What follows belongs to an exercise in optimizing a design on an open flow for small area, a short achievable clock period and few clock cycles per item; a production flow would make more cautious choices.
Only simulation tests tie the RTL to the original design; equivalence was not proved.
Power and IR drop assume default switching activity.

**flow/config.mk**
```make
export PLATFORM = sky130hd
export DESIGN_NAME = depth_grid_zone_averager
export DESIGN_NICKNAME = depth_grid_zone_averager
export VERILOG_FILES = /design/flow/design.v
export SDC_FILE = /design/flow/constraint.sdc
export NUM_CORES = 4
export LEC_CHECK = 0
export CAP_MARGIN = 20
export CORE_MARGIN = 2
export CORE_UTILIZATION = 40
export SLEW_MARGIN = 20
```
**flow/constraint.sdc**
```tcl
create_clock -name core_clock -period 12.0 [get_ports {clk}]
set_input_delay 2.4000 -clock core_clock [delete_from_list [all_inputs] [get_ports {clk}]]
set_output_delay 2.4000 -clock core_clock [all_outputs]
set_load 0.01 [all_outputs]
```
**flow/design.v**
```verilog
`default_nettype none
package dgza_pkg;
	localparam int DIM_W     = 11;
	localparam int SUM_W     = 32;
	localparam int MEAN_W    = 16;
	localparam int DIVR_W    = 17;    
	localparam int QUO_W     = 16;    
	localparam int NSTEP     = QUO_W / 2;    
	localparam int ZONE_COUNT = 16;
	localparam int ZONE_W    = $clog2(ZONE_COUNT);
	localparam int CFG_IDX_W = 2;
	localparam int CFG_DATA_W = 16;
	localparam int DEF_MAX_WIDTH  = 1280;
	localparam int DEF_MAX_HEIGHT = 1024;
	localparam logic [DIM_W-1:0]  RST_WIDTH     = 11'd640;
	localparam logic [DIM_W-1:0]  RST_HEIGHT    = 11'd480;
	localparam logic [MEAN_W-1:0] RST_THRESHOLD = 16'd1000;
	localparam logic [CFG_IDX_W-1:0] CFG_FRAME_WIDTH    = 2'd0;
	localparam logic [CFG_IDX_W-1:0] CFG_FRAME_HEIGHT   = 2'd1;
	localparam logic [CFG_IDX_W-1:0] CFG_NEAR_THRESHOLD = 2'd2;
	typedef enum logic [1:0] {
		ST_ACC,
		ST_CONV,
		ST_EMIT
	} state_t;
	typedef struct packed {
		logic [10:0] pixel_x;
		logic [9:0]  pixel_y;
		logic [15:0] depth_value;
		logic        frame_end;
	} in_t;
	typedef struct packed {
		logic [3:0]  zone_index;
		logic [15:0] zone_mean;
		logic        zone_near;
		logic        steer_right_hint;
		logic        steer_left_hint;
		logic        report_last;
	} out_t;
endpackage
`default_nettype wire
`default_nettype none
import dgza_pkg::*;
module depth_grid_zone_averager #(
	parameter int MAX_WIDTH  = dgza_pkg::DEF_MAX_WIDTH,
	parameter int MAX_HEIGHT = dgza_pkg::DEF_MAX_HEIGHT
) (
	input  wire                                   clk,
	input  wire                                   arst_n,
	input  wire                                   cfg_we,
	input  wire  [dgza_pkg::CFG_IDX_W-1:0]        cfg_index,
	input  wire  [dgza_pkg::CFG_DATA_W-1:0]       cfg_data,
	input  wire                                   in_valid,
	output logic                                  in_ready,
	input  dgza_pkg::in_t                         in_data,
	output logic                                  out_valid,
	input  wire                                   out_ready,
	output dgza_pkg::out_t                        out_data
);
	localparam int CMP_W  = DIM_W + 2;
	localparam int STEP_W = $clog2(NSTEP + 1);
	localparam int PROD_W = 2 * DIM_W;
	dgza_pkg::state_t state_q;
	logic [DIM_W-1:0]  wraw_q, hraw_q;       
	logic [MEAN_W-1:0] thresh_q;
	always_ff @(posedge clk or negedge arst_n) begin
		if (!arst_n) begin
			wraw_q   <= RST_WIDTH;
			hraw_q   <= RST_HEIGHT;
			thresh_q <= RST_THRESHOLD;
		end else if (cfg_we) begin
			case (cfg_index)
				CFG_FRAME_WIDTH:    wraw_q   <= cfg_data[DIM_W-1:0];
				CFG_FRAME_HEIGHT:   hraw_q   <= cfg_data[DIM_W-1:0];
				CFG_NEAR_THRESHOLD: thresh_q <= cfg_data[MEAN_W-1:0];
				default: ;
			endcase
		end
	end
	logic [DIM_W-1:0] w_cl, h_cl;
	always_comb begin
		w_cl = wraw_q;
		if (wraw_q < DIM_W'(4)) w_cl = DIM_W'(4);
		else if ({2'b00, wraw_q} > CMP_W'(MAX_WIDTH)) w_cl = DIM_W'(MAX_WIDTH);
		h_cl = hraw_q;
		if (hraw_q < DIM_W'(4)) h_cl = DIM_W'(4);
		else if ({2'b00, hraw_q} > CMP_W'(MAX_HEIGHT)) h_cl = DIM_W'(MAX_HEIGHT);
	end
	logic [DIM_W-1:0] width_q, height_q;
	logic [CMP_W-1:0] w3_q, h3_q;
	always_ff @(posedge clk) begin
		width_q  <= w_cl;
		height_q <= h_cl;
		w3_q     <= {2'b00, w_cl} + {1'b0, w_cl, 1'b0};
		h3_q     <= {2'b00, h_cl} + {1'b0, h_cl, 1'b0};
	end
	logic [PROD_W-1:0] prod_q;
	logic [3:0]        mcnt_q;
	logic              mstart_q, mbusy, mbusy_q;
	logic [DIM_W:0]    madd;
	logic [DIVR_W-1:0] divisor;
	logic [DIVR_W+1:0] div3_q;
	assign mbusy   = mstart_q || (mcnt_q != 4'd0);
	assign madd    = {1'b0, prod_q[PROD_W-1:DIM_W]} + (prod_q[0] ? {1'b0, width_q} : '0);
	assign divisor = prod_q[DIVR_W+3:4];
	always_ff @(posedge clk or negedge arst_n) begin
		if (!arst_n) begin
			prod_q   <= PROD_W'(RST_WIDTH) * PROD_W'(RST_HEIGHT);
			mcnt_q   <= '0;
			mstart_q <= 1'b0;
			mbusy_q  <= 1'b0;
		end else begin
			mstart_q <= cfg_we && (cfg_index == CFG_FRAME_WIDTH || cfg_index == CFG_FRAME_HEIGHT);
			mbusy_q  <= mbusy;
			if (mstart_q) begin
				prod_q <= {{DIM_W{1'b0}}, h_cl};
				mcnt_q <= 4'(DIM_W);
			end else if (mcnt_q != 4'd0) begin
				prod_q <= {madd, prod_q[DIM_W-1:1]};
				mcnt_q <= mcnt_q - 4'd1;
			end
		end
	end
	always_ff @(posedge clk) begin
		div3_q <= {2'b00, divisor} + {1'b0, divisor, 1'b0};
	end
	logic [CMP_W-1:0] x4, y4;
	logic             cx1, cx2, cx3, cy1, cy2, cy3;
	logic [1:0]       col_in, row_in;
	assign x4  = {in_data.pixel_x, 2'b00};
	assign y4  = {1'b0, in_data.pixel_y, 2'b00};
	assign cx1 = x4 >= {2'b00, width_q};
	assign cx2 = x4 >= {1'b0, width_q, 1'b0};
	assign cx3 = x4 >= w3_q;
	assign cy1 = y4 >= {2'b00, height_q};
	assign cy2 = y4 >= {1'b0, height_q, 1'b0};
	assign cy3 = y4 >= h3_q;
	assign col_in = {cx2, cx3 | (cx1 & !cx2)};
	assign row_in = {cy2, cy3 | (cy1 & !cy2)};
	logic              in_ready_q, closed_q;
	logic              a_v;
	logic [1:0]        a_row, a_col;
	logic [MEAN_W-1:0] a_d;
	logic              a_fe;
	logic              in_acc;
	assign in_acc = in_valid && in_ready_q;
	always_ff @(posedge clk) begin
		a_row <= row_in;
		a_col <= col_in;
		a_d   <= in_data.depth_value;
		a_fe  <= in_data.frame_end;
	end
	logic [SUM_W-1:0]      sums_q [ZONE_COUNT];
	logic [ZONE_COUNT-1:0] valid_q;
	logic [ZONE_COUNT-1:0] near_q;
	logic              seq;         
	logic [ZONE_W-1:0] pos_q;       
	logic [STEP_W-1:0] st_q;        
	assign seq = (state_q != ST_ACC);
	logic [1:0]       rsel, csel;
	logic [SUM_W-1:0] colrd [4];
	logic [SUM_W-1:0] rd;
	assign rsel = seq ? pos_q[3:2] : a_row;
	assign csel = seq ? pos_q[1:0] : a_col;
	logic [ZONE_COUNT-1:0] zsel;
	for (genvar z = 0; z < ZONE_COUNT; z++) begin : g_zsel
		assign zsel[z] = valid_q[z] && (rsel == 2'(z / 4));
	end
	for (genvar j = 0; j < 4; j++) begin : g_colrd
		assign colrd[j] = ({SUM_W{zsel[j]}}      & sums_q[j])
		                | ({SUM_W{zsel[4 + j]}}  & sums_q[4 + j])
		                | ({SUM_W{zsel[8 + j]}}  & sums_q[8 + j])
		                | ({SUM_W{zsel[12 + j]}} & sums_q[12 + j]);
	end
	assign rd = colrd[csel];
	logic              b_v;
	logic [ZONE_W-1:0] b_z;
	logic [SUM_W-1:0]  b_old;
	logic [MEAN_W-1:0] b_d;
	logic              b_fe;
	logic              c_v;         
	logic [ZONE_W-1:0] c_z;
	logic [SUM_W-1:0]  c_sum;
	logic              c_fe;
	logic [ZONE_W-1:0] a_z;
	assign a_z = {a_row, a_col};
	logic [MEAN_W:0]        lo_sum;
	logic [SUM_W-MEAN_W-1:0] hi, hi_inc;
	logic                   hi_ones, sat;
	logic [SUM_W-1:0]       sum_new;
	assign lo_sum  = {1'b0, b_old[MEAN_W-1:0]} + {1'b0, b_d};
	assign hi      = b_old[SUM_W-1:MEAN_W];
	assign hi_inc  = hi + 1'b1;
	assign hi_ones = &hi;
	assign sat     = lo_sum[MEAN_W] && hi_ones;
	assign sum_new = sat ? {SUM_W{1'b1}} : {(lo_sum[MEAN_W] ? hi_inc : hi), lo_sum[MEAN_W-1:0]};
	always_ff @(posedge clk) begin
		if (b_v && b_z == a_z) b_old <= sum_new;
		else if (c_v && c_z == a_z) b_old <= c_sum;
		else b_old <= rd;
		b_d   <= a_d;
		b_z   <= a_z;
		b_fe  <= a_fe;
		c_sum <= sum_new;
		c_z   <= b_z;
		c_fe  <= b_fe;
	end
	logic go, conv_step;
	assign go        = !mbusy && !mbusy_q;
	assign conv_step = (state_q == ST_CONV) && go && (st_q != '0);
	logic             near_clr, near_upd, near_wr;
	logic             first_q;     
	logic [1:0]       near_row;
	logic [QUO_W+1:0] thr_ext;
	logic [1:0]       tdig;
	assign near_clr = (state_q == ST_CONV) && go && (st_q == STEP_W'(1));
	assign near_wr  = ((state_q == ST_CONV) && go && (st_q == '0) && (pos_q[3:2] != 2'd0))
	               || ((state_q == ST_EMIT) && first_q);
	assign near_upd = ((state_q == ST_CONV) && go && (st_q > STEP_W'(1))) || near_wr;
	assign near_row = pos_q[3:2] - 2'd1;
	assign thr_ext  = {2'b00, thresh_q};
	always_comb begin
		tdig = thr_ext[1:0];    
		for (int s = 2; s <= NSTEP; s++) begin
			if (st_q == STEP_W'(s)) tdig = thr_ext[2*(NSTEP-s+2)-1 -: 2];
		end
	end
	logic [DIVR_W-1:0] rem_q [4];
	logic [1:0]        nb_q [4];
	logic [1:0]        qb [4];
	logic [3:0]        sat_q;
	logic [DIVR_W-1:0] rem_nx [4];
	logic [SUM_W-1:0]  wbus [4];
	logic [3:0]        near_v;
	for (genvar j = 0; j < 4; j++) begin : g_div
		logic [DIVR_W+1:0] t;
		logic [DIVR_W+2:0] d1, d2, d3;
		assign t  = {rem_q[j], nb_q[j]};
		assign d1 = {1'b0, t} - {3'b000, divisor};
		assign d2 = {1'b0, t} - {2'b00, divisor, 1'b0};
		assign d3 = {1'b0, t} - {1'b0, div3_q};
		always_comb begin
			if ((sat_q[j] && st_q != STEP_W'(1)) || !d3[DIVR_W+2]) begin
				qb[j] = 2'd3;
				rem_nx[j] = d3[DIVR_W-1:0];
			end else if (!d2[DIVR_W+2]) begin
				qb[j] = 2'd2;
				rem_nx[j] = d2[DIVR_W-1:0];
			end else if (!d1[DIVR_W+2]) begin
				qb[j] = 2'd1;
				rem_nx[j] = d1[DIVR_W-1:0];
			end else begin
				qb[j] = 2'd0;
				rem_nx[j] = t[DIVR_W-1:0];
			end
		end
		always_ff @(posedge clk) begin
			if (st_q == '0) begin
				rem_q[j] <= DIVR_W'(colrd[j][SUM_W-1:QUO_W]);
				nb_q[j]  <= colrd[j][QUO_W-1:QUO_W-2];
			end else begin
				if (st_q == STEP_W'(1)) sat_q[j] <= {1'b0, rem_q[j][QUO_W-1:0]} >= divisor;
				rem_q[j] <= rem_nx[j];
				nb_q[j]  <= colrd[j][QUO_W-3:QUO_W-4];
			end
		end
		assign wbus[j] = conv_step ? {c_sum[SUM_W-1:QUO_W], colrd[j][QUO_W-3:0], qb[j]} : c_sum;
		logic [1:0] qd_q;
		logic       lt_q, gt_q;
		assign near_v[j] = lt_q || (!gt_q && (qd_q < tdig));
		always_ff @(posedge clk) begin
			qd_q <= qb[j];
			if (near_clr) begin
				lt_q <= 1'b0;
				gt_q <= 1'b0;
			end else if (near_upd) begin
				lt_q <= near_v[j];
				gt_q <= gt_q || (!lt_q && (qd_q > tdig));
			end
		end
	end
	for (genvar z = 0; z < ZONE_COUNT; z++) begin : g_sum
		logic we_acc, we_conv;
		assign we_acc  = c_v && (c_z == ZONE_W'(z));
		assign we_conv = conv_step && (pos_q[3:2] == 2'(z / 4));
		always_ff @(posedge clk) begin
			if (we_acc || we_conv) sums_q[z] <= wbus[z % 4];
			if (near_wr && near_row == 2'(z / 4)) near_q[z] <= near_v[z % 4];
		end
	end
	logic              out_valid_q;
	dgza_pkg::out_t    out_q;
	logic              right_q, left_q;
	logic              ld, emit_end;
	logic              right_d, left_d;
	assign right_d = right_q || (near_wr && (near_v[0] || near_v[1]));
	assign left_d  = left_q || (near_wr && (near_v[2] || near_v[3]));
	logic [MEAN_W-1:0] mean_rd;
	assign ld       = (state_q == ST_EMIT) && (!out_valid_q || out_ready);
	assign emit_end = ld && (pos_q == ZONE_W'(ZONE_COUNT - 1));
	assign mean_rd  = rd[MEAN_W-1:0];
	always_ff @(posedge clk) begin
		if (ld) begin
			out_q.zone_index       <= pos_q;
			out_q.zone_mean        <= mean_rd;
			out_q.zone_near        <= near_q[pos_q];
			out_q.steer_right_hint <= right_d;
			out_q.steer_left_hint  <= left_d;
			out_q.report_last      <= (pos_q == ZONE_W'(ZONE_COUNT - 1));
		end
	end
	assign in_ready  = in_ready_q;
	assign out_valid = out_valid_q;
	assign out_data  = out_q;
	logic closed_d;
	assign closed_d = (closed_q && !emit_end) || (in_acc && in_data.frame_end);
	always_ff @(posedge clk or negedge arst_n) begin
		if (!arst_n) begin
			state_q     <= ST_ACC;
			in_ready_q  <= 1'b1;
			closed_q    <= 1'b0;
			out_valid_q <= 1'b0;
			a_v         <= 1'b0;
			b_v         <= 1'b0;
			c_v         <= 1'b0;
			valid_q     <= '0;
		end else begin
			a_v        <= in_acc;
			b_v        <= a_v;
			c_v        <= b_v;
			closed_q   <= closed_d;
			in_ready_q <= !closed_d && !cfg_we;
			for (int z = 0; z < ZONE_COUNT; z++) begin
				if ((c_v && c_z == ZONE_W'(z)) || (conv_step && pos_q[3:2] == 2'(z / 4))) valid_q[z] <= 1'b1;
			end
			if (ld) out_valid_q <= 1'b1;
			else if (out_ready) out_valid_q <= 1'b0;
			case (state_q)
				ST_ACC: begin
					if (c_v && c_fe) state_q <= ST_CONV;
				end
				ST_CONV: begin
					if (go && st_q == STEP_W'(NSTEP) && pos_q[3:2] == 2'd3) state_q <= ST_EMIT;
				end
				ST_EMIT: begin
					if (emit_end) begin
						state_q <= ST_ACC;
						valid_q <= '0;
					end
				end
				default: state_q <= ST_ACC;
			endcase
		end
	end
	always_ff @(posedge clk) begin
		first_q <= (state_q == ST_CONV) && go && (st_q == STEP_W'(NSTEP)) && (pos_q[3:2] == 2'd3);
		case (state_q)
			ST_ACC: begin
				pos_q   <= '0;
				st_q    <= '0;
				right_q <= 1'b0;
				left_q  <= 1'b0;
			end
			ST_CONV: begin
				right_q <= right_d;
				left_q  <= left_d;
				if (go) begin
					if (st_q == STEP_W'(NSTEP)) begin
						st_q  <= '0;
						pos_q <= pos_q + ZONE_W'(4);
					end else begin
						st_q <= st_q + STEP_W'(1);
					end
				end
			end
			ST_EMIT: begin
				right_q <= right_d;
				left_q  <= left_d;
				if (ld) pos_q <= pos_q + ZONE_W'(1);
			end
			default: ;
		endcase
	end
endmodule
`default_nettype wire
```
**flow/flow/run.sh**
```bash
#!/bin/bash
# Own flow: the standard layout (standard.sh: unchanged synthesis, floorplan,
# power grid, placement, CTS and routing) with these knobs changed:
#  - a larger setup repair margin, so that the resizer works the paths down well
#    below the 12 ns clock period;
#  - buf_4 as the port buffer cell (every input and output still gets a buffer);
set -euo pipefail
bash standard.sh SETUP_SLACK_MARGIN=8.5 \
  "BUFFER_PORTS_ARGS=-buffer_cell sky130_fd_sc_hd__buf_4" \
  CTS_CLUSTER_SIZE=25 CTS_CLUSTER_DIAMETER=70 \
  finish > standard_flow.log 2>&1
```
**flow/standard.sh**
```bash
#!/bin/bash
# synth_recipe.tcl (not shown) runs the flow's synth.tcl, then flattens the netlist and writes it again
# the make line also repeats each setting of config.mk as NAME=value (left out here)
make -C /OpenROAD-flow-scripts/flow DESIGN_CONFIG=/design/flow/config.mk WORK_HOME=/design/flow/orfs CLKGATE_MAP_FILE= SYNTH_SCRIPT=/design/flow/synth_recipe.tcl "${@:-finish}"
```
==> results.tsv, run 1 <==
stage	metric	value	unit
timing	Pins Over Slew Limit	0	
grt	largest net degree at the start of global routing	66	
clocking	Clock Sinks	925	
placement	pre-CTS setup slack	7.70	ns
clocking	CTS Buf Count	61	
clocking	H-Tree Depth	2	
floorplanning	Cell Rows	129	
power	power density over the cells	317	nW/um2
setup_path	CP cell instances	buf_6	
synthesis	simple-gate share of the synthesized area	10.2	%
power	Peak VDD IR	154	uV
grt	initial antenna violation count	3	
grt	GRT overflow	0	
grt	first-pass GRT wire length	222000	um
setup_path	required time of the worst setup path	9.60	ns
synthesis	Unique masters post-synth	96	
placement	gpl congestion	0.897	
cells_and_area	Reg area	24700	um2
clocking	CTS root buffer	clkbuf_16	
clocking	clk latency of the worst-skew pair	0.74	ns
timing	Fin Hold WS	0.329	ns
timing	clk_skew	0.0621	ns
floorplanning	Core Area	123000	um2
power	Total Power	18.0	mW
floorplanning	# IOs	87	
synthesis	register bit count reported by yosys	925	
grt	number of global-route vias before repair	35600	
cells_and_area	diodes inserted	0	
detailed_routing	Iteration-0 DRC Markers	3550	
detailed_routing	routed wire length	150000	um
setup_path	WS Path Type	flip-flop to primary output	
setup_path	Critical Path Start Type	flip-flop	
detailed_routing	via/cell ratio	5.81	
floorplanning	die height	357	um
timing	RSZ-0062 raised after global routing	yes	
timing	Worst-Margin Slew	1.07	ns
floorplanning	Die W	357	um
synthesis	post-synth top area share	34.2	%
detailed_routing	via count	37100	
synthesis	asr flop ratio synth	9.73	%
clocking	clock buffer depth	3	
timing	crit share post-route	31.3	%
timing	fmax	266	MHz
timing	setup_tns	0	ns
timing	fin crit period	3.76	ns
grt	Total GRT Usage	22.8	%
synthesis	xor and xnor area share after synthesis	3.75	%
timing	final number of setup-violating endpoints	0	
hold_path	worst hold path class	flip-flop to flip-flop	
synthesis	most numerous cell in the Yosys netlist	edfxtp_1	
detailed_routing	First-pass DRT Iterations	6	
run_status	outcome	finished clean	
synthesis	Primary FF master, synth	edfxtp_1	
cells_and_area	# fillers	11500	
synthesis	Mapped Nets	5074	
synthesis	Synth Instances	4564	
detailed_routing	Wirelength per Cell	23.4	um
clocking	CTS tree	done	
floorplanning	Initial Util	40.3	%
synthesis	top cells by count, synth	edfxtp_1 (566), ha_1 (432), nand2_1 (306), nor2_1 (304), a21oi_1 (275)	
placement	HPWL after detailed placement	106000	um
floorplanning	die area	127000	um2
setup_path	CP top delay family	flip-flops	
timing	Slew headroom	26.4	%
cells_and_area	Layout area overhead	14.0	%
placement	IO Port Bufs	86	
synthesis	syn_area_per_cell	10.9	um2
timing	Fin. Hold Viols	0	
synthesis	Post-synth EDFFs	566	
cells_and_area	layout net count	5212	
synthesis	Seq/Total Area, Yosys	49.6	%
detailed_routing	Antenna Nets Post-Route	0	
synthesis	Synth Area in Adders	11.6	%
timing	Worst Slack Setup Final	8.24	ns
setup_path	Buf+Inv Stages, Crit Path	1	
setup_path	CP arrival	1.36	ns
setup_path	CP max-delay cell	dfstp_2	
synthesis	Synth Area in Compound Gates	19.5	%
power	leakage power	21.9	nW
synthesis	most area-consuming cells after synthesis	edfxtp_1 (34%), ha_1 (11%), dfxtp_1 (11%)	
setup_path	CP max FO	2	
setup_path	max incr delay on CP	0.54	ns
cells_and_area	share of layout cells above drive strength 1	12.7	%
clocking	Hold Buf Count CTS	0	
clocking	CTS clk-pin slew, worst paths	0.09	ns
synthesis	dominant cell type by area after synthesis	edfxtp_1	
synthesis	mux cell area share after synthesis	2.76	%
cells_and_area	area of the multi-input gates	24700	um2
flow_run	max cap viols	0	
detailed_routing	Remaining DRCs	0	
synthesis	Synthesis Warnings	8	
synthesis	Syn Std Cell Area	49700	um2
synthesis	largest family of logic cells by synthesized area	compound AO/OA/AOI/OAI gates	
setup_path	CP Capture Type	primary output	
==> stage by stage <==
stage	utilization, %	area (um2)	std cells
floorplan	-	49800	4564
global placement	42.6	52600	6197
detailed placement	42.6	52600	6198
CTS	45.2	55800	6359
global route	45.9	56700	6392
finish	45.9	56700	6392
==> cell type report <==
type | instances | share of cell area, %
sequential | 925 | 43.5
inverter | 179 | 1.27
multi-input combinational | 3303 | 43.6
timing repair buffer | 232 | 3.99
clock inverter | 38 | 1.07
clock buffer | 78 | 2.92
tap | 1637 | 3.62
==> cell usage in the layout, fill, tap and decap left out, types with 19 or more instances in the layout <==
cell type  Yosys  layout
buf_6          3      37
a211oi_1      42      40
mux2i_1       72      70
clkbuf_16      0      65
xor2_1        75      75
inv_1        179     164
o21ai_0      258     221
nor2_1       304     299
a21o_1        58      58
o21a_1        93      88
ha_1         432     424
a31oi_1      110      92
and2_1        48      43
dfxtp_1      269     268
nor2b_1       64      63
nor3_1        57      56
mux2_2        48      47
o211ai_1      64      64
o21ai_1        5      24
and3_1        26      26
nand2b_1      67      66
nand3_1       82      81
o31a_1        20      19
nand2_1      306     298
o21bai_1      32      30
a21oi_1      275     259
o31ai_1       29      21
edfxtp_1     566     566
buf_12         0      23
a22oi_1      257     257
dfrtp_1       73      67
xnor2_1      138     138
nand4_1       21      21
buf_4          3     163
==> state kept, by name, summed over array words and instances, names as in the netlist, 13 cells and up <==
signal,cells
a_d,16
b_d,16
b_old,32
c_sum,32
div3_q,19
h3_q,13
near_q,16
out_q,24
prod_q,22
rem_q,68
sums_q,512
thresh_q,16
valid_q,16
w3_q,13
==> logic make-up (layout without fill, tap and decap cells) <==
logic type / Yosys count / count (layout)
multiplexers: 125 / 125
buffers and inverters: 340 / 527
flip-flops: 925 / 925
AND/OR/NAND/NOR: 1069 / 1072
XOR/XNOR: 213 / 213
adder cells (fa/ha/maj): 449 / 449
AO/OA/AOI/OAI: 1443 / 1444
==> power by group <==
| group | total (mW) | internal, mW | switching, mW |
|---|---|---|---|
| clock network | 2.39 | 1.09 | 1.30 |
| logic | 10.6 | 4.34 | 6.30 |
| registers | 4.92 | 4.24 | 0.682 |
==> what timing repair did <==
item	CTS	global route
pin swaps	2	15
resized for setup	126	133
setup endpoints to repair	958	765
cloned	2	5
buffers inserted	43	28
==> path summary, 6_finish.rpt <==
| path | cells past startpoint | slack, ns | end | from |
|---|---|---|---|---|
| max | 1 | 8.24 | in_ready | in_ready_q |
| min | 0 | 0.33 | b_d[9] | a_d[9] |
| max reg2reg | 10 | 8.60 | sums_q[10][1] | mstart_q |
| min reg2reg | 0 | 0.33 | b_d[9] | a_d[9] |
| max in group asynchronous | 2 | 9.08 | prod_q[5] | arst_n |
| min in group asynchronous | 1 | 1.60 | thresh_q[0] | arst_n |
==> routing by layer <==
metal  share of wire [%]  track usage (%)  up-vias  wire length [um]
li1                    -                -    17600                 -
met4                 3.7             8.46        2              5580
met5              0.0087                0        -                13
met2                  48             38.4     1229             71100
met1                  43             30.2    18000             64200
met3                 5.8             2.72      265              8670
Testbench counts, summed over its fixed seeds: cycles 17,541, frames 96.
==> run 2, diff against run 1 <==
--- a/flow/design.v
+++ b/flow/design.v
@@ -317,7 +317,6 @@
 	always_ff @(posedge clk or negedge arst_n) begin
 		if (!arst_n) begin
 			state_q     <= ST_ACC;
-			in_ready_q  <= 1'b1;
 			closed_q    <= 1'b0;
 			out_valid_q <= 1'b0;
 			a_v         <= 1'b0;
@@ -329,7 +328,6 @@
 			b_v        <= a_v;
 			c_v        <= b_v;
 			closed_q   <= closed_d;
-			in_ready_q <= !closed_d && !cfg_we;
 			for (int z = 0; z < ZONE_COUNT; z++) begin
 				if ((c_v && c_z == ZONE_W'(z)) || (conv_step && pos_q[3:2] == 2'(z / 4))) valid_q[z] <= 1'b1;
 			end
@@ -353,6 +351,9 @@
 		end
 	end
 	always_ff @(posedge clk) begin
+		in_ready_q <= !closed_d && !cfg_we;
+	end
+	always_ff @(posedge clk) begin
 		first_q <= (state_q == ST_CONV) && go && (st_q == STEP_W'(NSTEP)) && (pos_q[3:2] == 2'd3);
 		case (state_q)
 			ST_ACC: begin
--- a/flow/flow/run.sh
+++ b/flow/flow/run.sh
@@ -5,7 +5,7 @@
 #    below the 12 ns clock period;
 #  - buf_4 as the port buffer cell (every input and output still gets a buffer);
 set -euo pipefail
-bash standard.sh SETUP_SLACK_MARGIN=8.5 \
+bash standard.sh SETUP_SLACK_MARGIN=8.4 \
   "BUFFER_PORTS_ARGS=-buffer_cell sky130_fd_sc_hd__buf_4" \
   CTS_CLUSTER_SIZE=25 CTS_CLUSTER_DIAMETER=70 \
   finish > standard_flow.log 2>&1
==> results.tsv, run 2 <==
stage	metric	value	unit
run_status	outcome	finished clean	
setup_path	CP top delay family	flip-flops	
power	power density over the cells	319	nW/um2
setup_path	required time of the worst setup path	9.60	ns
synthesis	Synth Instances	4640	
timing	Fin. Hold Viols	0	
clocking	CTS tree	done	
timing	final number of setup-violating endpoints	0	
hold_path	worst hold path class	flip-flop to flip-flop	
setup_path	CP Capture Type	primary output	
power	internal power	9.66	mW
clocking	clk latency of the worst-skew pair	0.73	ns
floorplanning	Cell Rows	130	
clocking	CTS Buf Count	59	
synthesis	top cells by count, synth	edfxtp_1 (566), ha_1 (432), nor2_1 (285), a21oi_1 (274), dfxtp_1 (270)	
detailed_routing	WL met1	65300	um
floorplanning	Initial Util	40.2	%
synthesis	Seq/Total Area, Yosys	49.1	%
setup_path	max incr delay on CP	0.41	ns
synthesis	most area-consuming cells after synthesis	edfxtp_1 (34%), dfxtp_1 (11%), ha_1 (11%)	
setup_path	Critical Path Start Type	flip-flop	
timing	RSZ-0062 raised after global routing	yes	
placement	IO Port Bufs	86	
power	Peak VDD IR	276	uV
clocking	CTS clk-pin slew, worst paths	0.10	ns
synthesis	Post-synth EDFFs	566	
cells_and_area	Layout area overhead	13.2	%
detailed_routing	via count	38300	
timing	setup_tns	0	ns
flow_run	max cap viols	0	
synthesis	most numerous cell in the Yosys netlist	edfxtp_1	
timing	clk_skew	0.0484	ns
power	Comb pwr share	60.0	%
timing	Worst-Margin Slew	1.04	ns
timing	fin crit period	3.69	ns
placement	gpl congestion	0.905	
detailed_routing	Wirelength per Cell	23.9	um
cells_and_area	top flop regs	sums_q: 512 flops, rem_q: 68 flops	
grt	number of global-route vias before repair	35800	
clocking	clock buffer depth	3	
power	switching pwr	8.49	mW
grt	largest net degree at the start of global routing	75	
floorplanning	die area	128000	um2
synthesis	post-synth top area share	33.8	%
floorplanning	die height	358	um
floorplanning	# IOs	87	
synthesis	Synthesis Warnings	8	
clocking	CTS root buffer	clkbuf_16	
timing	Fin Hold WS	0.333	ns
setup_path	CP cell instances	buf_6	
timing	fmax	271	MHz
synthesis	syn_area_per_cell	10.8	um2
cells_and_area	commonest non-fill, non-tap cell in the layout	edfxtp_1	
floorplanning	Die W	358	um
cells_and_area	commonest non-fill, non-tap cells in the layout	edfxtp_1 (566), ha_1 (423), nor2_1 (271), dfxtp_1 (266), a21oi_1 (264)	
placement	HPWL after detailed placement	109000	um
power	Total Power	18.1	mW
synthesis	Mapped Nets	5150	
cells_and_area	Reg with most FFs	sums_q	
detailed_routing	WL met3	9080	um
setup_path	CP max FO	1	
setup_path	CP max-delay cell	edfxtp_1	
setup_path	CP arrival	1.29	ns
synthesis	register bit count reported by yosys	925	
timing	Pins Over Slew Limit	0	
power	clock power share	12.8	%
detailed_routing	routed wire length	154000	um
grt	Total GRT Usage	23.3	%
detailed_routing	Iteration-0 DRC Markers	3488	
grt	initial antenna violation count	3	
power	Switching Fraction	46.8	%
clocking	H-Tree Depth	2	
synthesis	asr flop ratio synth	9.62	%
power	leakage power	21.6	nW
detailed_routing	met2 wire len	73500	um
detailed_routing	via/cell ratio	5.93	
detailed_routing	Antenna Nets Post-Route	0	
grt	first-pass GRT wire length	227000	um
detailed_routing	Remaining DRCs	0	
synthesis	Primary FF master, synth	edfxtp_1	
cells_and_area	share of layout cells above drive strength 1	12.7	%
timing	Slew headroom	30.4	%
clocking	Hold Buf Count CTS	0	
synthesis	Syn Std Cell Area	50300	um2
cells_and_area	layout net count	5262	
setup_path	Buf+Inv Stages, Crit Path	1	
detailed_routing	DR top layer	met5	
power	sequential power share	27.2	%
synthesis	Unique masters post-synth	98	
synthesis	dominant cell type by area after synthesis	edfxtp_1	
floorplanning	Core Area	125000	um2
grt	GRT overflow	0	
clocking	Clock Sinks	925	
cells_and_area	max reg flops	512	
timing	crit share post-route	30.7	%
setup_path	WS Path Type	flip-flop to primary output	
detailed_routing	First-pass DRT Iterations	7	
run 2: cell families after synthesis:
group / synth area share (%)
AO/OA/AOI/OAI: 18.9
AND/OR/NAND/NOR: 11.6
flip-flops: 49.1
adder cells (fa/ha/maj): 11.4
buffers and inverters: 2.86
XOR/XNOR: 3.21
multiplexers: 2.92
run 2: final timing paths:
kind	cells after the start	to	slack [ns]	start
worst max-delay path	1	out_data[5]	8.31	out_q[5]
worst min register to register	0	b_d[6]	0.33	a_d[6]
min in group asynchronous	1	b_v	1.60	arst_n
max in group asynchronous	2	prod_q[5]	9.04	arst_n
worst max register to register	16	w3_q[11]	8.46	wraw_q[4]
worst min-delay path	0	b_d[6]	0.33	a_d[6]
run 2: per-layer routing:
metal	up-vias	global-route usage (%)
met3	274	2.41
met2	1254	39.1
li1	17900	-
met1	18800	31.1
met4	2	8.64
met5	-	0
run 2: area by class of cell:
type / count / area (um2)
Antenna cell: 2 / 5.00
Clock buffer: 76 / 1590
Clock inverter: 36 / 554
Fill cell: 11400 / 68200
Inverter: 195 / 764
Multi-Input combinational cell: 3350 / 25100
Sequential cell: 925 / 24700
Tap cell: 1650 / 2060
Timing Repair Buffer: 221 / 2120
run 2: metrics by stage:
step           util [%]  cells  setup WS [ns]  area [um2]
2_1_floorplan         -   4640           7.97       50300
3_3_place_gp       42.5   6282           6.98       53100
3_5_place_dp       42.5   6283           6.92       53200
4_1_cts            44.7   6410           8.26       55900
5_1_grt            45.5   6453           8.25       56900
6_report           45.5   6455           8.31       56900
run 2: repair_timing:
item / 4_1_cts / 5_1_grt
endpoints found under the setup margin: 950 / 642
resized for setup: 129 / 146
gates cloned: 0 / 5
setup buffers: 15 / 38
pin swaps: 5 / 36
run 2: power by group through the flow:
stage	Clock, mW	Combinational [mW]	Sequential [mW]
3_3_place_gp	0	10.1	5.00
4_1_cts	2.35	10.4	4.94
5_1_grt	2.46	11.9	5.01
2_1_floorplan	0	7.38	4.67
3_5_place_dp	0	10.2	5.01
6_report	2.32	10.9	4.95
Testbench counts of run 2, summed over its fixed seeds: cycles 17,541, frames 96.
==> run 3, diff against run 2 <==
--- a/flow/design.v
+++ b/flow/design.v
@@ -210,14 +210,16 @@
 	assign conv_step = (state_q == ST_CONV) && go && (st_q != '0);
 	logic             near_clr, near_upd, near_wr;
 	logic             first_q;     
+	logic [1:0]       grp_q;       
+	logic [1:0]       lrow_q;      
 	logic [1:0]       near_row;
 	logic [QUO_W+1:0] thr_ext;
 	logic [1:0]       tdig;
 	assign near_clr = (state_q == ST_CONV) && go && (st_q == STEP_W'(1));
-	assign near_wr  = ((state_q == ST_CONV) && go && (st_q == '0) && (pos_q[3:2] != 2'd0))
+	assign near_wr  = ((state_q == ST_CONV) && go && (st_q == '0) && (grp_q != 2'd0))
 	               || ((state_q == ST_EMIT) && first_q);
 	assign near_upd = ((state_q == ST_CONV) && go && (st_q > STEP_W'(1))) || near_wr;
-	assign near_row = pos_q[3:2] - 2'd1;
+	assign near_row = lrow_q;
 	assign thr_ext  = {2'b00, thresh_q};
 	always_comb begin
 		tdig = thr_ext[1:0];    
@@ -303,7 +305,7 @@
 		if (ld) begin
 			out_q.zone_index       <= pos_q;
 			out_q.zone_mean        <= mean_rd;
-			out_q.zone_near        <= near_q[pos_q];
+			out_q.zone_near        <= (first_q && lrow_q == 2'd0) ? near_v[0] : near_q[pos_q];
 			out_q.steer_right_hint <= right_d;
 			out_q.steer_left_hint  <= left_d;
 			out_q.report_last      <= (pos_q == ZONE_W'(ZONE_COUNT - 1));
@@ -335,10 +337,10 @@
 			else if (out_ready) out_valid_q <= 1'b0;
 			case (state_q)
 				ST_ACC: begin
-					if (c_v && c_fe) state_q <= ST_CONV;
+					if (b_v && b_fe) state_q <= ST_CONV;
 				end
 				ST_CONV: begin
-					if (go && st_q == STEP_W'(NSTEP) && pos_q[3:2] == 2'd3) state_q <= ST_EMIT;
+					if (go && st_q == STEP_W'(NSTEP) && grp_q == 2'd3) state_q <= ST_EMIT;
 				end
 				ST_EMIT: begin
 					if (emit_end) begin
@@ -354,10 +356,11 @@
 		in_ready_q <= !closed_d && !cfg_we;
 	end
 	always_ff @(posedge clk) begin
-		first_q <= (state_q == ST_CONV) && go && (st_q == STEP_W'(NSTEP)) && (pos_q[3:2] == 2'd3);
+		first_q <= (state_q == ST_CONV) && go && (st_q == STEP_W'(NSTEP)) && (grp_q == 2'd3);
 		case (state_q)
 			ST_ACC: begin
-				pos_q   <= '0;
+				pos_q   <= {b_z[3:2] + 2'd1, 2'b00};
+				grp_q   <= '0;
 				st_q    <= '0;
 				right_q <= 1'b0;
 				left_q  <= 1'b0;
@@ -367,8 +370,10 @@
 				left_q  <= left_d;
 				if (go) begin
 					if (st_q == STEP_W'(NSTEP)) begin
-						st_q  <= '0;
-						pos_q <= pos_q + ZONE_W'(4);
+						st_q   <= '0;
+						grp_q  <= grp_q + 2'd1;
+						lrow_q <= pos_q[3:2];
+						pos_q  <= (grp_q == 2'd3) ? '0 : pos_q + ZONE_W'(4);
 					end else begin
 						st_q <= st_q + STEP_W'(1);
 					end
==> results.tsv, run 3 <==
stage	metric	value	unit
clocking	CTS root buffer	clkbuf_16	
setup_path	Critical Path Start Type	flip-flop	
setup_path	CP arrival	1.34	ns
setup_path	reg-to-reg slack, setup	8.46	ns
grt	largest net degree at the start of global routing	66	
synthesis	Mapped Nets	5170	
hold_path	Min-Delay Startpoint	a_d[5]	
cells_and_area	Layout area overhead	11.8	%
setup_path	CP Capture Type	primary output	
setup_path	CP cell instances	buf_6	
grt	initial antenna violation count	8	
placement	IO Port Bufs	86	
synthesis	most area-consuming cells after synthesis	edfxtp_1 (34%), ha_1 (11%), dfxtp_1 (11%)	
detailed_routing	via count	38200	
cells_and_area	Reg with most FFs	sums_q	
power	power density over the cells	312	nW/um2
synthesis	register bit count reported by yosys	928	
timing	fmax	268	MHz
placement	gpl congestion	0.894	
detailed_routing	Wirelength per Cell	24.5	um
placement	pre-CTS setup slack	7.32	ns
synthesis	largest family of logic cells by synthesized area	compound AO/OA/AOI/OAI gates	
synthesis	syn_area_per_cell	10.9	um2
timing	Worst-Margin Slew	1.09	ns
synthesis	Synth Instances	4661	
timing	Fin. Hold Viols	0	
clocking	clock buffer depth	3	
synthesis	xor and xnor area share after synthesis	3.03	%
synthesis	dominant cell type by area after synthesis	edfxtp_1	
setup_path	Buf+Inv Stages, Crit Path	1	
hold_path	hold depth	0	
setup_path	r2r endpoint	rem_q[3][12]	
setup_path	required time of the worst setup path	9.60	ns
hold_path	worst hold path class	flip-flop to flip-flop	
timing	final number of setup-violating endpoints	0	
setup_path	R2R Path Start	prod_q[6]	
floorplanning	Cell Rows	130	
detailed_routing	routed wire length	158000	um
cells_and_area	final instance count without filler cells	6453	
cells_and_area	top flop regs	sums_q: 512 flops, rem_q: 68 flops	
detailed_routing	via/cell ratio	5.92	
timing	clk_skew	0.0972	ns
grt	Total GRT Usage	23.7	%
clocking	clk latency of the worst-skew pair	0.76	ns
cells_and_area	layout net count	5260	
synthesis	Primary FF master, synth	edfxtp_1	
detailed_routing	Remaining DRCs	0	
synthesis	Syn Std Cell Area	50600	um2
timing	Slew headroom	27.4	%
floorplanning	die height	360	um
placement	dpl cell area	53200	um2
synthesis	mux cell area share after synthesis	2.48	%
synthesis	Post-synth EDFFs	570	
setup_path	FF-to-FF path depth	12	
setup_path	CP max FO	1	
synthesis	Synth Area in Compound Gates	19.5	%
grt	first-pass GRT wire length	234000	um
cells_and_area	share of layout cells above drive strength 1	12.3	%
floorplanning	Die W	360	um
synthesis	Synthesis Warnings	8	
floorplanning	Core Area	126000	um2
detailed_routing	Iteration-0 DRC Markers	3797	
run_status	outcome	finished clean	
setup_path	WS Path Type	flip-flop to primary output	
timing	Pins Over Slew Limit	0	
timing	Fin Hold WS	0.313	ns
synthesis	simple-gate share of the synthesized area	11.3	%
floorplanning	Initial Util	40.3	%
synthesis	Seq/Total Area, Yosys	48.9	%
timing	Worst Slack Setup Final	8.26	ns
synthesis	most numerous cell in the Yosys netlist	edfxtp_1	
placement	HPWL after detailed placement	112000	um
setup_path	CP top delay family	flip-flops	
timing	RSZ-0062 raised after global routing	yes	
setup_path	CP max-delay cell	edfxtp_1	
detailed_routing	Antenna Nets Post-Route	0	
flow_run	max cap viols	0	
clocking	H-Tree Depth	2	
clocking	CTS tree	done	
synthesis	Unique masters post-synth	105	
floorplanning	die area	129000	um2
synthesis	asr flop ratio synth	9.59	%
clocking	CTS Buf Count	57	
timing	fin crit period	3.74	ns
clocking	Clock Sinks	928	
synthesis	post-synth top area share	33.8	%
timing	crit share post-route	31.1	%
power	Peak VDD IR	162	uV
cells_and_area	commonest non-fill, non-tap cell in the layout	edfxtp_1	
cells_and_area	commonest non-fill, non-tap cells in the layout	edfxtp_1 (570), ha_1 (420), nor2_1 (306), nand2_1 (292), dfxtp_1 (264)	
floorplanning	# IOs	87	
clocking	Hold Buf Count CTS	0	
synthesis	top cells by count, synth	edfxtp_1 (570), ha_1 (431), nor2_1 (309), nand2_1 (303), dfxtp_1 (269)	
timing	setup_tns	0	ns
cells_and_area	Final Cell Area	56600	um2
detailed_routing	First-pass DRT Iterations	8	
synthesis	Synth Area in Adders	11.3	%
hold_path	Hold Path Sink	b_d[5]	
clocking	CTS clk-pin slew, worst paths	0.10	ns
setup_path	max incr delay on CP	0.43	ns
placement	placed cells	6299	
grt	GRT overflow	0	
cells_and_area	max reg flops	512	
power	leakage power	21.5	nW
grt	number of global-route vias before repair	36900	
## run 3: cell types whose count changed after synthesis, sizes merged, moves of 21 or more
cell | before | now
nand2 | 249 | 304
nand3 | 164 | 129
a21oi | 275 | 252
buf | 58 | 81
nor2 | 287 | 310
a31oi | 105 | 127
o211ai | 41 | 62
## run 3: kinds of logic (layout without fill, tap and decap cells)
logic type      Yosys count  after routing
mux                     111            111
flops                   928            928
fa+ha+maj               448            448
xor+xnor                175            175
compound gates         1424           1425
buf+inv                 386            522
simple gates           1189           1190
other cells               0              4
## run 3: worst max path at each step
stage / start / slack (ns) / depth (start not counted) / end
6_report: out_q[12] / 8.26 / 1 / out_data[12]
5_1_grt: out_q[12] / 8.21 / 1 / out_data[12]
4_1_cts: out_q[12] / 8.21 / 1 / out_data[12]
3_5_place_dp: mstart_q / 7.32 / 10 / sums_q[1][13]
3_3_place_gp: mstart_q / 7.43 / 10 / sums_q[1][20]
2_1_floorplan: in_data[27] / 7.97 / 10 / a_col[0]
## run 3: layout make-up
class                           count  area (um2)
Inverter                          210         818
Clock buffer                       74        1520
Fill cell                       11700       69000
Multi-Input combinational cell   3349       25000
Clock inverter                     33         458
Sequential cell                   928       24800
Tap cell                         1650        2060
Timing Repair Buffer              205        1920
Antenna cell                        4        10.0
## run 3: per-layer routing
metal  global-route usage [%]  wire length (um)  vias to the layer above
li1                         -                 -                    17900
met1                     31.7             68000                    18700
met2                     36.7             69500                     1381
met3                     5.68             13400                      267
met4                     10.2              6850                        4
met5                        0                24                        -
## run 3: repair_timing
item                                    in CTS  in global routing
pin swaps                                    7                 18
resized for setup                          146                 95
cloned                                       1                  1
setup buffers                               20                 21
endpoints found under the setup margin     926                829
## run 3: through the flow
stage | util, % | power [mW]
after detailed placement | 42.4 | 14.9
after floorplan | - | 12.0
after CTS | 44.6 | 17.3
after global placement | 42.4 | 14.8
after global routing | 45.0 | 18.9
final | 45.1 | 17.7
## run 3: report_power, final
| part | internal [mW] | switching (mW) | leakage, nW |
|---|---|---|---|
| combinational | 4.24 | 6.31 | 12.1 |
| sequential | 4.21 | 0.689 | 8.50 |
| clock | 0.983 | 1.22 | 0.954 |
Testbench counts of run 3, summed over its fixed seeds: cycles 17,445, frames 96.
==> run 4, diff against run 3 <==
--- a/flow/design.v
+++ b/flow/design.v
@@ -87,13 +87,13 @@
 		else if ({2'b00, hraw_q} > CMP_W'(MAX_HEIGHT)) h_cl = DIM_W'(MAX_HEIGHT);
 	end
 	logic [DIM_W-1:0] width_q, height_q;
-	logic [CMP_W-1:0] w3_q, h3_q;
+	logic [CMP_W-1:0] w3, h3;
 	always_ff @(posedge clk) begin
 		width_q  <= w_cl;
 		height_q <= h_cl;
-		w3_q     <= {2'b00, w_cl} + {1'b0, w_cl, 1'b0};
-		h3_q     <= {2'b00, h_cl} + {1'b0, h_cl, 1'b0};
 	end
+	assign w3 = {2'b00, width_q} + {1'b0, width_q, 1'b0};
+	assign h3 = {2'b00, height_q} + {1'b0, height_q, 1'b0};
 	logic [PROD_W-1:0] prod_q;
 	logic [3:0]        mcnt_q;
 	logic              mstart_q, mbusy, mbusy_q;
@@ -124,31 +124,36 @@
 	always_ff @(posedge clk) begin
 		div3_q <= {2'b00, divisor} + {1'b0, divisor, 1'b0};
 	end
+	logic              in_ready_q, closed_q;
+	logic              in_acc;
+	logic              p_v;
+	dgza_pkg::in_t     p_q;
+	assign in_acc = in_valid && in_ready_q;
+	always_ff @(posedge clk) begin
+		p_q <= in_data;
+	end
 	logic [CMP_W-1:0] x4, y4;
 	logic             cx1, cx2, cx3, cy1, cy2, cy3;
 	logic [1:0]       col_in, row_in;
-	assign x4  = {in_data.pixel_x, 2'b00};
-	assign y4  = {1'b0, in_data.pixel_y, 2'b00};
+	assign x4  = {p_q.pixel_x, 2'b00};
+	assign y4  = {1'b0, p_q.pixel_y, 2'b00};
 	assign cx1 = x4 >= {2'b00, width_q};
 	assign cx2 = x4 >= {1'b0, width_q, 1'b0};
-	assign cx3 = x4 >= w3_q;
+	assign cx3 = x4 >= w3;
 	assign cy1 = y4 >= {2'b00, height_q};
 	assign cy2 = y4 >= {1'b0, height_q, 1'b0};
-	assign cy3 = y4 >= h3_q;
+	assign cy3 = y4 >= h3;
 	assign col_in = {cx2, cx3 | (cx1 & !cx2)};
 	assign row_in = {cy2, cy3 | (cy1 & !cy2)};
-	logic              in_ready_q, closed_q;
 	logic              a_v;
 	logic [1:0]        a_row, a_col;
 	logic [MEAN_W-1:0] a_d;
 	logic              a_fe;
-	logic              in_acc;
-	assign in_acc = in_valid && in_ready_q;
 	always_ff @(posedge clk) begin
 		a_row <= row_in;
 		a_col <= col_in;
-		a_d   <= in_data.depth_value;
-		a_fe  <= in_data.frame_end;
+		a_d   <= p_q.depth_value;
+		a_fe  <= p_q.frame_end;
 	end
 	logic [SUM_W-1:0]      sums_q [ZONE_COUNT];
 	logic [ZONE_COUNT-1:0] valid_q;
@@ -321,12 +326,14 @@
 			state_q     <= ST_ACC;
 			closed_q    <= 1'b0;
 			out_valid_q <= 1'b0;
+			p_v         <= 1'b0;
 			a_v         <= 1'b0;
 			b_v         <= 1'b0;
 			c_v         <= 1'b0;
 			valid_q     <= '0;
 		end else begin
-			a_v        <= in_acc;
+			p_v        <= in_acc;
+			a_v        <= p_v;
 			b_v        <= a_v;
 			c_v        <= b_v;
 			closed_q   <= closed_d;
==> flow/flow/run.sh (replaced) <==
#!/bin/bash
# Own flow: the standard layout (standard.sh: unchanged synthesis, floorplan,
# power grid, placement, CTS and routing) with two knobs changed:
#  - a larger setup repair margin, so that the resizer works the paths down well
#    below the 12 ns clock period;
#  - buf_4 as the port buffer cell (every input and output still gets a buffer).
# The SDC, clock period and all other settings are the design's.
set -euo pipefail
bash standard.sh SETUP_SLACK_MARGIN=8.3 \
  "BUFFER_PORTS_ARGS=-buffer_cell sky130_fd_sc_hd__buf_4" \
  finish > standard_flow.log 2>&1
==> results.tsv, run 4 <==
stage	metric	value	unit
floorplanning	Initial Util	40.2	%
grt	first-pass GRT wire length	225000	um
cells_and_area	Layout area overhead	13.7	%
floorplanning	die area	128000	um2
setup_path	required time of the worst setup path	9.60	ns
synthesis	dominant cell type by area after synthesis	edfxtp_1	
synthesis	asr flop ratio synth	9.54	%
setup_path	CP Depth	1	
cells_and_area	layout net count	5173	
floorplanning	Cell Rows	130	
setup_path	r2r endpoint	sums_q[6][0]	
grt	largest net degree at the start of global routing	71	
timing	setup_tns	0	ns
grt	initial antenna violation count	4	
setup_path	CP max-delay cell	edfxtp_1	
clocking	H-Tree Depth	3	
setup_path	CP arrival	1.40	ns
cells_and_area	commonest non-fill, non-tap cell in the layout	edfxtp_1	
detailed_routing	Antenna Nets Post-Route	0	
synthesis	most numerous cell in the Yosys netlist	edfxtp_1	
placement	dpl cell area	53000	um2
placement	placed cells	6194	
clocking	clk latency of the worst-skew pair	0.73	ns
timing	Worst-Margin Slew	1.09	ns
clocking	CTS tree	done	
grt	number of global-route vias before repair	35500	
detailed_routing	Remaining DRCs	0	
placement	IO Port Bufs	86	
cells_and_area	commonest non-fill, non-tap cells in the layout	edfxtp_1 (570), ha_1 (427), nor2_1 (322), nand2_1 (286), dfxtp_1 (278)	
detailed_routing	Wirelength per Cell	23.6	um
hold_path	hold depth	0	
clocking	Clock Sinks	943	
timing	fin crit period	3.80	ns
setup_path	CP top delay family	flip-flops	
synthesis	register bit count reported by yosys	943	
detailed_routing	via/cell ratio	5.83	
clocking	CTS root buffer	clkbuf_16	
power	leakage power	22.0	nW
hold_path	Hold Path Sink	b_d[0]	
timing	clk_skew	0.0583	ns
cells_and_area	max reg flops	512	
synthesis	Synth Instances	4552	
cells_and_area	Reg with most FFs	sums_q	
hold_path	worst hold path class	flip-flop to flip-flop	
synthesis	Mapped Nets	5061	
floorplanning	# IOs	87	
timing	RSZ-0062 raised after global routing	yes	
floorplanning	Core Area	125000	um2
run_status	outcome	finished clean	
detailed_routing	Iteration-0 DRC Markers	3236	
timing	Fin Hold WS	0.323	ns
timing	Fin. Hold Viols	0	
clocking	CTS clk-pin slew, worst paths	0.06	ns
cells_and_area	final core area utilization	45.7	%
flow_run	max cap viols	0	
placement	pre-CTS setup slack	7.33	ns
synthesis	Syn Std Cell Area	50200	um2
timing	final number of setup-violating endpoints	0	
timing	Pins Over Slew Limit	0	
synthesis	most area-consuming cells after synthesis	edfxtp_1 (34%), dfxtp_1 (11%), ha_1 (11%)	
placement	gpl congestion	0.902	
setup_path	CP max FO	1	
setup_path	FF-to-FF path depth	9	
grt	GRT overflow	0	
detailed_routing	First-pass DRT Iterations	6	
synthesis	post-synth top area share	34.1	%
power	power density over the cells	316	nW/um2
setup_path	CP Capture Type	primary output	
timing	fmax	263	MHz
cells_and_area	final instance count without filler cells	6405	
grt	Total GRT Usage	23.2	%
hold_path	Min-Delay Startpoint	a_d[0]	
synthesis	syn_area_per_cell	11.0	um2
setup_path	max incr delay on CP	0.50	ns
synthesis	Primary FF master, synth	edfxtp_1	
timing	Slew headroom	25.6	%
power	Peak VDD IR	174	uV
cells_and_area	share of layout cells above drive strength 1	11.8	%
timing	crit share post-route	31.7	%
floorplanning	Die W	358	um
detailed_routing	via count	37300	
synthesis	Synthesis Warnings	8	
placement	HPWL after detailed placement	107000	um
cells_and_area	Final Cell Area	57100	um2
timing	Worst Slack Setup Final	8.20	ns
setup_path	reg-to-reg slack, setup	8.38	ns
synthesis	Seq/Total Area, Yosys	49.9	%
setup_path	Buf+Inv Stages, Crit Path	1	
setup_path	R2R Path Start	st_q[1]	
cells_and_area	top flop regs	sums_q: 512 flops, rem_q: 68 flops, p_q: 38 flops	
synthesis	top cells by count, synth	edfxtp_1 (570), ha_1 (431), nor2_1 (326), nand2_1 (291), dfxtp_1 (283)	
setup_path	WS Path Type	flip-flop to primary output	
clocking	CTS Buf Count	100	
setup_path	CP cell instances	buf_6	
setup_path	Critical Path Start Type	flip-flop	
cells_and_area	# fillers	11500	
detailed_routing	routed wire length	151000	um
synthesis	Post-synth EDFFs	570	
synthesis	Unique masters post-synth	104	
power	Total Power	18.1	mW
floorplanning	die height	358	um
clocking	clock buffer depth	3	
## run 4: cell types whose count changed in the layout (fill, tap and decap cells not counted), moves of 20 or more
| cell | change |
|---|---|
| a21oi_1 | +37 |
| a221o_1 | +31 |
| a221oi_1 | +42 |
| a22o_1 | +74 |
| a22oi_1 | -141 |
| a31oi_1 | -38 |
| buf_4 | -24 |
| clkbuf_16 | +43 |
| inv_1 | -36 |
| nand3_1 | -56 |
| o21ai_0 | +35 |
| xor2_1 | +20 |
## run 4: metal layers
metal | track usage [%] | share of wire, %
met4 | 7.88 | 3.3
met3 | 3.35 | 5.6
met2 | 37.7 | 47
met5 | 0 | 0.0086
met1 | 31.8 | 44
## run 4: cells by family (layout without fill, tap and decap cells)
logic type      after synthesis  after routing  share of synthesized area (%)
buf+inv                     335            535                           2.67
simple gates               1076           1076                           10.2
other cells                   0              3                              0
compound gates             1425           1425                           19.6
mux                         115            115                           2.57
fa+ha+maj                   448            448                           11.4
xor+xnor                    210            210                           3.66
flops                       943            943                           49.9
## run 4: worst reg2reg max path: cells and delay by family (launching register included)
family          cells  cell delay [ns]
simple gates        3             1.20
compound gates      1             0.32
buf+inv             4             0.91
fa+ha+maj           1             0.36
flops               1             0.49
## run 4: final cells by class
type	count	area (um2)	share of cell area (%)
sequential	943	25100	43.9
multi-input combinational	3274	24400	42.7
clock buffer	131	2720	4.76
tap	1650	2060	3.62
timing repair buffer	176	1570	2.75
inverter	169	646	1.13
clock inverter	59	631	1.10
antenna	3	7.51	0.0131
## run 4: what timing repair did
item                       CTS  global route
setup endpoints to repair  900           631
buffers inserted             8            10
resized for setup           58            89
hold buffers                 0             0
pin swaps                    2            13
## run 4: how the worst max path moves through the flow
stage / start / end / slack, ns
6_report: out_q[13] / out_data[13] / 8.20
4_1_cts: out_q[8] / out_data[8] / 8.15
3_3_place_gp: mstart_q / sums_q[3][6] / 7.45
3_5_place_dp: mstart_q / sums_q[12][22] / 7.33
5_1_grt: out_q[4] / out_data[4] / 8.15
2_1_floorplan: c_v / sums_q[12][0] / 8.32
## run 4: power breakdown
group          switching, mW  total, mW  internal, mW
registers              0.674       4.91          4.23
clock network           1.37       3.15          1.77
logic                   5.93       10.0          4.08
total                   7.98       18.1          10.1
Testbench counts of run 4, summed over its fixed seeds: cycles 17,541, frames 96.

-- port drivers added, routing unchanged --
How much do the figures lean on ideal ports? The routed layouts below were timed once more, with nothing changed but the port constraints.
Step 1 (the two cells are an assumption about what drives the block):
set clk [get_ports {clk}]
set_driving_cell -lib_cell sky130_fd_sc_hd__clkbuf_16 $clk
set_driving_cell -lib_cell sky130_fd_sc_hd__buf_2 [delete_from_list [all_inputs] $clk]
Step 2 adds t to the input delays and takes it off the output delays; t is the mean of the earliest and latest rising clock arrival at the registers after step 1. Input paths then give back, and output paths get back, about the clock's delay inside the block.
Three values: no drivers, after step 1, after step 2; two values: the first two.
| run | t, ns | setup slack, ns | latest minus earliest clock arrival (ns) |
|---|---|---|---|
| run 1 | 0.785 | 8.242 / 8.168 / 7.804 | 0.065 / 0.065 |
| run 2 | 0.787 | 8.313 / 8.233 / 7.654 | 0.053 / 0.054 |
| run 3 | 0.790 | 8.263 / 8.187 / 7.715 | 0.102 / 0.103 |
| run 4 | 0.778 | 8.198 / 8.126 / 7.817 | 0.060 / 0.060 |
After both steps every run listed still meets setup and hold. For run 2, which loses most, drivers alone change the setup slack by -0.080 ns; drivers and shift together by -0.659 ns.
